From an optimization exercise on the open Yosys and OpenROAD flow, aimed at small area; shortcuts taken in it are not production practice. For this run, only the layout was checked, not whether the RTL still works. No activity file was given, so power comes from the tool's default toggle rates.

==> design/flow/design.v <==
`default_nettype none
package flappy_pkg;
	localparam int NUM_PIPES = 8;
	localparam int X_W = 12;               
	localparam int COL_W = 10;             
	localparam int ROW_W = 9;              
	localparam int SCREEN_W = 640;         
	localparam int PIPE_SPACING = 90;
	localparam int PIPE_W = 44;
	localparam int PIPE_EXIT_X = -52;      
	localparam int BIRD_W = 41;
	localparam int BIRD_H = 36;
	localparam int BIRD_TOP_MARGIN = 12;
	localparam int FLOOR_Y = 479;
	localparam int GAP_TOP_BASE = 150;
	localparam int GAP_HEIGHT = 150;
	localparam int GAP_RAND_W = 5;         
	localparam int SPEED_MIN = 4;
	localparam int SPEED_MAX = 8;
	localparam int SPEED_W = 4;
	localparam int STEP_CYCLES = 64;
	localparam int STEP_CNT_W = $clog2(STEP_CYCLES);
	localparam int RAMP_STEPS = 32;
	localparam int RAMP_CNT_W = $clog2(RAMP_STEPS);
	localparam int LED_FLASH_CYCLES = 256;
	localparam int LED_CNT_W = $clog2(LED_FLASH_CYCLES);
	localparam int SCORE_W = 20;              
	localparam int SCORE_DIGITS = SCORE_W / 4;
	localparam logic [15:0] KEY_ENTER = 16'h800D;
	localparam logic [15:0] KEY_SPACE = 16'h8020;
	localparam logic [4:0] PAD_START = 5'd8;
	localparam logic [4:0] PAD_FLY = 5'd9;
	localparam logic [4:0] PAD_RESTART = 5'd10;
	localparam logic [15:0] LFSR_SEED = 16'hACE1;
	localparam logic [2:0] ST_WELCOME = 3'b001;    
	localparam logic [2:0] ST_PLAYING = 3'b010;
	localparam logic [2:0] ST_OVER = 3'b100;
endpackage
`default_nettype wire
`timescale 1ns/1ns
`default_nettype none
module key_decode (
	input  wire logic        DIV,
	input  wire logic        arst_n,
	input  wire logic [15:0] key_word,
	input  wire logic [2:0]  btn,
	input  wire logic [4:0]  keypad,
	output logic             start,
	output logic             fly,
	output logic             restart
);
	logic key_valid;
	logic key_enter, key_space;
	logic pad_start, pad_fly, pad_restart;
	assign key_valid = key_word[15];    
	assign key_enter = key_valid && (key_word == flappy_pkg::KEY_ENTER);
	assign key_space = key_valid && (key_word == flappy_pkg::KEY_SPACE);
	assign pad_start = btn[0] && (keypad == flappy_pkg::PAD_START);
	assign pad_fly = btn[1] && (keypad == flappy_pkg::PAD_FLY);
	assign pad_restart = btn[2] && (keypad == flappy_pkg::PAD_RESTART);
	always_ff @(posedge DIV or negedge arst_n) begin
		if (!arst_n) begin
			start <= 1'b0;
			fly <= 1'b0;
			restart <= 1'b0;
		end else begin
			start <= key_enter || pad_start;
			fly <= key_space || pad_fly;
			restart <= key_enter || pad_restart;    
		end
	end
endmodule
`default_nettype wire
`timescale 1ns/1ns
`default_nettype none
module step_timer (
	input  wire logic                        DIV,
	input  wire logic                        arst_n,
	input  wire logic                        playing,
	output logic                             step,
	output logic [flappy_pkg::SPEED_W-1:0]   speed
);
	logic [flappy_pkg::STEP_CNT_W-1:0] cyc_cnt;
	logic [flappy_pkg::RAMP_CNT_W-1:0] ramp_cnt;    
	logic cyc_last;
	assign cyc_last = (cyc_cnt == flappy_pkg::STEP_CNT_W'(flappy_pkg::STEP_CYCLES - 1));
	always_ff @(posedge DIV or negedge arst_n) begin
		if (!arst_n) begin
			cyc_cnt <= '0;
			step <= 1'b0;
		end else begin
			cyc_cnt <= cyc_last ? '0 : cyc_cnt + 1'b1;
			step <= cyc_last;
		end
	end
	always_ff @(posedge DIV or negedge arst_n) begin
		if (!arst_n) begin
			ramp_cnt <= '0;
			speed <= flappy_pkg::SPEED_W'(flappy_pkg::SPEED_MIN);
		end else if (!playing) begin
			ramp_cnt <= '0;
			speed <= flappy_pkg::SPEED_W'(flappy_pkg::SPEED_MIN);
		end else if (step) begin
			if (ramp_cnt == flappy_pkg::RAMP_CNT_W'(flappy_pkg::RAMP_STEPS - 1)) begin
				ramp_cnt <= '0;
				if (speed != flappy_pkg::SPEED_W'(flappy_pkg::SPEED_MAX))
					speed <= speed + 1'b1;
			end else begin
				ramp_cnt <= ramp_cnt + 1'b1;
			end
		end
	end
endmodule
`default_nettype wire
`timescale 1ns/1ns
`default_nettype none
module pipe_field (
	input  wire logic                                                  DIV,
	input  wire logic                                                  arst_n,
	input  wire logic                                                  step,
	input  wire logic                                                  playing,
	input  wire logic [flappy_pkg::SPEED_W-1:0]                        speed,
	output logic [flappy_pkg::NUM_PIPES-1:0][flappy_pkg::X_W-1:0]      pipe_x,
	output logic [flappy_pkg::NUM_PIPES-1:0][flappy_pkg::ROW_W-1:0]    pipe_top_y,
	output logic [flappy_pkg::NUM_PIPES-1:0][flappy_pkg::ROW_W-1:0]    pipe_low_y
);
	localparam int NP = flappy_pkg::NUM_PIPES;
	localparam int XW = flappy_pkg::X_W;
	localparam int RW = flappy_pkg::ROW_W;
	logic [15:0] lfsr;
	logic lfsr_fb;
	logic [RW-1:0] gap_top, gap_low;    
	assign lfsr_fb = lfsr[15] ^ lfsr[13] ^ lfsr[12] ^ lfsr[10];
	always_ff @(posedge DIV or negedge arst_n) begin
		if (!arst_n)
			lfsr <= flappy_pkg::LFSR_SEED;
		else if (step)
			lfsr <= {lfsr[14:0], lfsr_fb};
	end
	assign gap_top = RW'(flappy_pkg::GAP_TOP_BASE) + RW'(lfsr[flappy_pkg::GAP_RAND_W-1:0]);
	assign gap_low = gap_top + RW'(flappy_pkg::GAP_HEIGHT);
	always_ff @(posedge DIV or negedge arst_n) begin
		if (!arst_n) begin
			for (int i = 0; i < NP; i++) begin
				pipe_x[i] <= XW'(flappy_pkg::SCREEN_W + i * flappy_pkg::PIPE_SPACING);
				pipe_top_y[i] <= RW'(flappy_pkg::GAP_TOP_BASE);
				pipe_low_y[i] <= RW'(flappy_pkg::GAP_TOP_BASE + flappy_pkg::GAP_HEIGHT);
			end
		end else if (step) begin
			for (int i = 0; i < NP; i++) begin
				if (!playing) begin
					pipe_x[i] <= XW'(flappy_pkg::SCREEN_W + i * flappy_pkg::PIPE_SPACING);    
				end else if ($signed(pipe_x[i]) >= $signed(XW'(flappy_pkg::PIPE_EXIT_X))) begin
					pipe_x[i] <= pipe_x[i] - XW'(speed);
				end else begin
					pipe_x[i] <= pipe_x[(i + NP - 1) % NP] + XW'(flappy_pkg::PIPE_SPACING);
					pipe_top_y[i] <= gap_top;
					pipe_low_y[i] <= gap_low;
				end
			end
		end
	end
endmodule
`default_nettype wire
`timescale 1ns/1ns
`default_nettype none
module collision_check (
	input  wire logic                                                  DIV,
	input  wire logic                                                  arst_n,
	input  wire logic [flappy_pkg::COL_W-1:0]                          bird_x,
	input  wire logic [flappy_pkg::ROW_W-1:0]                          bird_y,
	input  wire logic [flappy_pkg::NUM_PIPES-1:0][flappy_pkg::X_W-1:0]   pipe_x,
	input  wire logic [flappy_pkg::NUM_PIPES-1:0][flappy_pkg::ROW_W-1:0] pipe_top_y,
	input  wire logic [flappy_pkg::NUM_PIPES-1:0][flappy_pkg::ROW_W-1:0] pipe_low_y,
	output logic                                                       hit,
	output logic                                                       between
);
	localparam int NP = flappy_pkg::NUM_PIPES;
	localparam logic signed [15:0] BW = 16'(flappy_pkg::BIRD_W);
	localparam logic signed [15:0] PW = 16'(flappy_pkg::PIPE_W);
	localparam logic signed [15:0] BTM = 16'(flappy_pkg::BIRD_TOP_MARGIN);
	localparam logic signed [15:0] BH = 16'(flappy_pkg::BIRD_H);
	localparam logic signed [15:0] FLY = 16'(flappy_pkg::FLOOR_Y);
	logic [NP-1:0] overlap;    
	logic [NP-1:0] blocked;    
	logic bound_hit;
	logic hit_c;
	logic signed [15:0] bx, by, px, ty, ly;
	always_comb begin
		bx = $signed({6'd0, bird_x});
		by = $signed({7'd0, bird_y});
		for (int i = 0; i < NP; i++) begin
			px = $signed({{(16 - flappy_pkg::X_W){pipe_x[i][flappy_pkg::X_W-1]}}, pipe_x[i]});
			ty = $signed({7'd0, pipe_top_y[i]});
			ly = $signed({7'd0, pipe_low_y[i]});
			overlap[i] = (bx + BW >= px) && (bx <= px + PW);
			blocked[i] = (by + BTM <= ty) || (by + BH >= ly);
		end
	end
	assign bound_hit = (bird_y == '0) || (by + BH >= FLY);    
	assign hit_c = bound_hit || |(overlap & blocked);
	always_ff @(posedge DIV or negedge arst_n) begin
		if (!arst_n) begin
			hit <= 1'b0;
			between <= 1'b0;
		end else begin
			hit <= hit_c;
			between <= |overlap;
		end
	end
endmodule
`default_nettype wire
`timescale 1ns/1ns
`default_nettype none
module game_fsm (
	input  wire logic  DIV,
	input  wire logic  arst_n,
	input  wire logic  start,
	input  wire logic  restart,
	input  wire logic  hit,
	output logic       welcome,
	output logic       playing,
	output logic       over,
	output logic       game_over,
	output logic [15:0] led
);
	logic [2:0] state;
	logic [flappy_pkg::LED_CNT_W-1:0] flash_cnt;
	logic to_over;
	assign welcome = (state == flappy_pkg::ST_WELCOME);
	assign playing = (state == flappy_pkg::ST_PLAYING);
	assign over = (state == flappy_pkg::ST_OVER);
	assign to_over = playing && hit;
	always_ff @(posedge DIV or negedge arst_n) begin
		if (!arst_n) begin
			state <= flappy_pkg::ST_WELCOME;
			game_over <= 1'b0;
		end else begin
			game_over <= 1'b0;
			if (welcome && start)
				state <= flappy_pkg::ST_PLAYING;
			else if (over && restart)
				state <= flappy_pkg::ST_WELCOME;
			else if (to_over) begin
				state <= flappy_pkg::ST_OVER;
				game_over <= 1'b1;    
			end
		end
	end
	always_ff @(posedge DIV or negedge arst_n) begin
		if (!arst_n) begin
			led <= 16'hFFFF;
			flash_cnt <= '0;
		end else if (to_over) begin
			led <= 16'h0000;
			flash_cnt <= flappy_pkg::LED_CNT_W'(flappy_pkg::LED_FLASH_CYCLES - 1);
		end else if (led != 16'hFFFF) begin
			if (flash_cnt == '0)
				led <= 16'hFFFF;    
			else
				flash_cnt <= flash_cnt - 1'b1;
		end
	end
endmodule
`default_nettype wire
`timescale 1ns/1ns
`default_nettype none
module score_keeper (
	input  wire logic                             DIV,
	input  wire logic                             arst_n,
	input  wire logic                             playing,
	input  wire logic                             game_over,
	input  wire logic                             between,
	output logic [flappy_pkg::SCORE_W-1:0]        score,
	output logic [flappy_pkg::SCORE_W-1:0]        maxscore
);
	logic between_d;
	logic passed;    
	function automatic logic [flappy_pkg::SCORE_W-1:0] bcd_inc(input logic [flappy_pkg::SCORE_W-1:0] val);
		logic [flappy_pkg::SCORE_W-1:0] res;
		logic carry;
		res = val;
		carry = 1'b1;
		for (int d = 0; d < flappy_pkg::SCORE_DIGITS; d++) begin
			if (carry) begin
				if (res[4*d +: 4] == 4'd9) begin
					res[4*d +: 4] = 4'd0;
				end else begin
					res[4*d +: 4] = res[4*d +: 4] + 4'd1;
					carry = 1'b0;
				end
			end
		end
		bcd_inc = res;
	endfunction
	assign passed = playing && between_d && !between;
	always_ff @(posedge DIV or negedge arst_n) begin
		if (!arst_n) begin
			between_d <= 1'b0;
			score <= '0;
			maxscore <= '0;
		end else begin
			between_d <= between;
			if (game_over) begin
				if (score > maxscore)    
					maxscore <= score;
				score <= '0;
			end else if (passed) begin
				score <= bcd_inc(score);
			end
		end
	end
endmodule
`default_nettype wire
`timescale 1ns/1ns
`default_nettype none
module game_top (
	input  wire logic                                                  DIV,
	input  wire logic                                                  arst_n,
	input  wire logic [15:0]                                           key_word,
	input  wire logic [2:0]                                            btn,
	input  wire logic [4:0]                                            keypad,
	input  wire logic [flappy_pkg::COL_W-1:0]                          bird_x,
	input  wire logic [flappy_pkg::ROW_W-1:0]                          bird_y,
	output logic                                                       fly,
	output logic                                                       welcome,
	output logic                                                       playing,
	output logic                                                       over,
	output logic [flappy_pkg::SPEED_W-1:0]                             speed,
	output logic [flappy_pkg::NUM_PIPES*flappy_pkg::X_W-1:0]           pipe_x,
	output logic [flappy_pkg::NUM_PIPES*flappy_pkg::ROW_W-1:0]         pipe_top_y,
	output logic [flappy_pkg::NUM_PIPES*flappy_pkg::ROW_W-1:0]         pipe_low_y,
	output logic [flappy_pkg::SCORE_W-1:0]                             score,
	output logic [flappy_pkg::SCORE_W-1:0]                             maxscore,
	output logic [15:0]                                                led
);
	logic start, restart;      
	logic step;                
	logic hit, between;        
	logic game_over;
	key_decode i_key_decode (
		.DIV(DIV), .arst_n(arst_n),
		.key_word(key_word), .btn(btn), .keypad(keypad),
		.start(start), .fly(fly), .restart(restart)
	);
	step_timer i_step_timer (
		.DIV(DIV), .arst_n(arst_n),
		.playing(playing),
		.step(step), .speed(speed)
	);
	pipe_field i_pipe_field (
		.DIV(DIV), .arst_n(arst_n),
		.step(step), .playing(playing), .speed(speed),
		.pipe_x(pipe_x), .pipe_top_y(pipe_top_y), .pipe_low_y(pipe_low_y)
	);
	collision_check i_collision_check (
		.DIV(DIV), .arst_n(arst_n),
		.bird_x(bird_x), .bird_y(bird_y),
		.pipe_x(pipe_x), .pipe_top_y(pipe_top_y), .pipe_low_y(pipe_low_y),
		.hit(hit), .between(between)
	);
	game_fsm i_game_fsm (
		.DIV(DIV), .arst_n(arst_n),
		.start(start), .restart(restart), .hit(hit),
		.welcome(welcome), .playing(playing), .over(over),
		.game_over(game_over), .led(led)
	);
	score_keeper i_score_keeper (
		.DIV(DIV), .arst_n(arst_n),
		.playing(playing), .game_over(game_over), .between(between),
		.score(score), .maxscore(maxscore)
	);
endmodule
`default_nettype wire
==> design/flow/run.sh <==
#!/bin/bash
# synth_recipe.tcl (not shown) runs the flow's synth.tcl, then flattens the netlist and writes it again
# the make line also repeats each setting of config.mk as NAME=value (left out here)
make -C /OpenROAD-flow-scripts/flow DESIGN_CONFIG=/design/flow/config.mk WORK_HOME=/design/flow/orfs CLKGATE_MAP_FILE= SYNTH_SCRIPT=/design/flow/synth_recipe.tcl finish
==> design/flow/config.mk <==
export PLATFORM = sky130hd
export DESIGN_NAME = game_top
export DESIGN_NICKNAME = game_top
export VERILOG_FILES = /design/flow/design.v
export SDC_FILE = /design/flow/constraint.sdc
export NUM_CORES = 4
export LEC_CHECK = 0
export CAP_MARGIN = 20
export CORE_MARGIN = 2
export CORE_UTILIZATION = 40
export SLEW_MARGIN = 20
==> design/flow/constraint.sdc <==
create_clock -name core_clock -period 6.0 [get_ports {DIV}]
set_input_delay 1.2000 -clock core_clock [delete_from_list [all_inputs] [get_ports {DIV}]]
set_output_delay 1.2000 -clock core_clock [all_outputs]
set_load 0.01 [all_outputs]
==> notes.md <==
==> worst register-to-register path, stage by stage, from the launching register on <==
cell and delay (ns):
dfstp_2 0.65, inv_1 0.15, ha_1 0.25, nor2b_1 0.15
o21ai_1 0.17, nor2_1 0.17, xnor2_1 0.14, ha_1 0.29
nand4_1 0.10, nor3_1 0.06, a21oi_1 0.11, o21ai_0 0.12
o311ai_1 0.66, o221a_1 0.32, o311ai_1 0.08, or4_1 0.52
==> power by group <==
| part | internal [W] | switching [W] |
|---|---|---|
| clock | 0.00134 | 0.000941 |
| combinational | 0.000233 | 0.000346 |
| sequential | 0.00192 | 0.00000513 |
| total | 0.00349 | 0.00129 |
==> cell usage in the layout (no fill, tap or decap), types with 41 or more instances in the layout <==
cell type and n:
nand3_1 61, a21o_1 48, nand2_1 279, a21oi_1 230, dfstp_2 99, o21ai_0 255, o22ai_1 49, inv_1 238
nor2_1 132, nor2b_1 41, xnor2_1 122, dfrtp_1 183, ha_1 372, buf_4 50, nor3_1 50, clkdlybuf4s50_1 307
nand4_1 42
==> layout make-up <==
cell class / count / area (um^2) / share of cell area
clock inverter: 18 / 179 / 0.00610
multi-input combinational: 2193 / 15500 / 0.528
tap: 782 / 978 / 0.0334
inverter: 248 / 931 / 0.0317
clock buffer: 50 / 1070 / 0.0363
sequential: 283 / 7210 / 0.246
timing repair buffer: 359 / 3480 / 0.119
==> metal layers <==
| metal | routed length (um) | share of wire | up-vias | global-route usage |
|---|---|---|---|---|
| li1 | - | - | 10600 | - |
| met1 | 37400 | 0.43 | 10800 | 0.350 |
| met2 | 40700 | 0.47 | 811 | 0.452 |
| met5 | 9 | 0.00010 | - | 0 |
| met4 | 2750 | 0.032 | 2 | 0.0963 |
| met3 | 5660 | 0.065 | 148 | 0.0484 |
==> state kept, by name, summed over array words and instances, names as in the netlist, 3 cells and up <==
register / count
i_score_keeper.maxscore: 20
i_step_timer.ramp_cnt: 5
i_step_timer.speed: 4
i_pipe_field.pipe_low_y: 56
i_game_fsm.flash_cnt: 8
i_pipe_field.pipe_top_y: 40
i_pipe_field.pipe_x: 96
i_pipe_field.lfsr: 16
i_score_keeper.score: 20
i_game_fsm.state: 3
i_step_timer.cyc_cnt: 6
==> through the flow <==
step,hold slack [ns],worst slack [ns]
after detailed placement,0.470,0.694
final,0.479,1.31
after global placement,0.467,0.834
after global routing,0.500,1.15
after CTS,0.483,1.31
after floorplan,0.354,1.93
==> cell families (layout without fill, tap and decap cells) <==
| kind of cell | count (synthesis) | count (layout) | synth area share |
|---|---|---|---|
| AOI/OAI and AO/OA | 819 | 819 | 0.203 |
| xor gates and xnor gates | 156 | 156 | 0.0562 |
| adders and majority gates | 380 | 380 | 0.197 |
| buffers and inverters | 438 | 675 | 0.0787 |
| DFF | 283 | 283 | 0.295 |
| muxes | 51 | 51 | 0.0229 |
| other | 2 | 40 | 0.000307 |
| and+or+nand+nor | 747 | 747 | 0.147 |
==> worst max path at each step <==
stage | from | to | cells past startpoint
after floorplan | bird_x[0] | i_collision_check.hit | 14
after global placement | bird_x[4] | i_collision_check.hit | 12
after detailed placement | bird_x[4] | i_collision_check.hit | 12
after CTS | bird_x[4] | i_collision_check.hit | 12
after global routing | bird_x[0] | i_collision_check.hit | 15
final | bird_x[0] | i_collision_check.hit | 15
==> impl_metrics.env <==
export IMPL_outcome="finished clean"
export IMPL_io_pin_count=349
export IMPL_crit_slowest_cell="nor4_1"
export IMPL_drt_wl_total_um=86500
export IMPL_hold_violations=0
export IMPL_stdcell_area_um2=29300
export IMPL_reg2reg_depth=15
export IMPL_drive_gt1_frac=0.0914
export IMPL_nFillCells=5660
export IMPL_path_clk_slew_ns=0.06
export IMPL_yosys_cell_types_count=91
export IMPL_cts_resized=0
export IMPL_finalSetupViolCount=0
export IMPL_relSlewSlack=0.210
export IMPL_final_max_slew_violation_count=0
export IMPL_synth_edf_count=0
export IMPL_start_util=0.405
export IMPL_finalNonFillerCells=3933
export IMPL_synth_seq_cells=283
export IMPL_synth_top_area_frac=0.190
export IMPL_vdd_ir_drop_max_mv=0.153
export IMPL_cts_root_buf="clkbuf_16"
export IMPL_critical_path_class="input pin to register"
export IMPL_drc=0
export IMPL_max_clock_freq_mhz=213
export IMPL_dp_cells=3865
export IMPL_n_antenna_cell=0
export IMPL_grt_usage=0.270
export IMPL_hp_start="i_step_timer.cyc_cnt[4]"
export IMPL_tritoncts="yes"
export IMPL_power_w=0.00479
export IMPL_min_period_over_period=0.782
export IMPL_viasPerCell=5.70
export IMPL_synthTopCellsByArea="ha_1, dfrtp_1, dfstp_2"
export IMPL_synth_top_area_cell="ha_1"
export IMPL_h_tree_depth=2
export IMPL_place_area_um2=28100
export IMPL_p_leak_nw=12.4
export IMPL_dieWidth_um=251
export IMPL_drv_cap=0
export IMPL_power_per_cell_area_nw_per_um2=163
export IMPL_fin_util=0.486
export IMPL_cp_max_fo=5
export IMPL_r2r_start="i_pipe_field.pipe_x[15]"
export IMPL_fin_skew_ns=0.0326
export IMPL_port_buffers=308
export IMPL_rrSetupSlack_ns=1.95
export IMPL_wl_per_cell_um=22.0
export IMPL_cp_start_kind="input pin"
export IMPL_worstHoldPathType="register to register"
export IMPL_required_ns=6.52
export IMPL_clock_sinks=283
export IMPL_first_iter_violations=1620
export IMPL_vias=22400
export IMPL_cp_arrival_ns=5.21
export IMPL_synthTopCellsByCount="ha_1, nand2_1, o21ai_0, inv_1, a21oi_1"
export IMPL_synth_most_common_cell="ha_1"
export IMPL_grt_pass1_wl_um=133000
export IMPL_clk_latency_ns=0.58
export IMPL_netlist_instances=2876
export IMPL_crit_path_end_kind="register"
export IMPL_die_y_um=251
export IMPL_synth_warnings=6
export IMPL_min_to="i_step_timer.cyc_cnt[4]"
export IMPL_area_growth_pct=20.1
export IMPL_rsz0062_at_grt="no"
export IMPL_postCtsSetupRepairBufs=0
export IMPL_dp_hpwl_um=65000
export IMPL_crit_buf_inv=3
export IMPL_hold_buffers=0
export IMPL_core_um2=60400
export IMPL_worstPathCellList="clkdlybuf4s50_1 -> ha_1 -> a21oi_1 -> inv_1 -> a21oi_1 -> nor2_1 -> xor2_1 -> buf_4 -> ha_1 -> a21o_1 -> a211oi_1 -> o211a_1 -> nor4_1 -> o31a_1 -> or4_1"
export IMPL_syn_area_um2=24400
export IMPL_layout_nets=3547
export IMPL_antenna_found_initial=1
export IMPL_async_flop_share=1.00
export IMPL_rows=90
export IMPL_cp_slowest_stage_delay_ns=0.96
export IMPL_ant_nets=0
export IMPL_ys_seq_area_frac=0.295
export IMPL_drt_pass1_iterations=5
export IMPL_clock_path_buffers=3
export IMPL_final_setup_tns_ns=0
export IMPL_min_period_ns=4.69
export IMPL_min_path_cells=1
export IMPL_gp_congestion=0.984
export IMPL_grt_pass1_vias=22200
export IMPL_numCtsBuffers=37
export IMPL_die_area_um2=63100
export IMPL_syn_avg_cell_area_um2=8.50
export IMPL_grt_max_degree=100
export IMPL_grt_remaining_overflow=0
export IMPL_worst_slew_pin_slew_ns=1.18
export IMPL_r2r_end="i_collision_check.hit"
export IMPL_critPathTopFamily="compound AO/OA/AOI/OAI gates"
export IMPL_ys_flop_type="dfrtp_1"

[separate check: timing with driven ports]
The results above use ideal ports. As a check the final layout listed here was re-extracted and re-timed, cells and wires unchanged.
Step 1: set_driving_cell puts a clkbuf_16 on DIV and a buf_2 on each other input, an assumption about the parent block.
Step 2 moves the port delays by t, midway between the first and last clock arrival at a register: inputs arrive t later, outputs are due t later. That takes back most of the time a late clock gives input paths.
a / b / c = ideal ports / drivers / drivers and shift; a / b = the first two.
shift t [ns]: 0.624
setup slack, ns: 1.307 / 1.310 / 0.686
latest minus earliest clock arrival (ns): 0.033 / 0.034
pins driven straight from the clock port: 1
After both steps this run still meets setup and hold. The setup slack of this run moves by +0.003 ns with the drivers and by -0.621 ns with both steps.
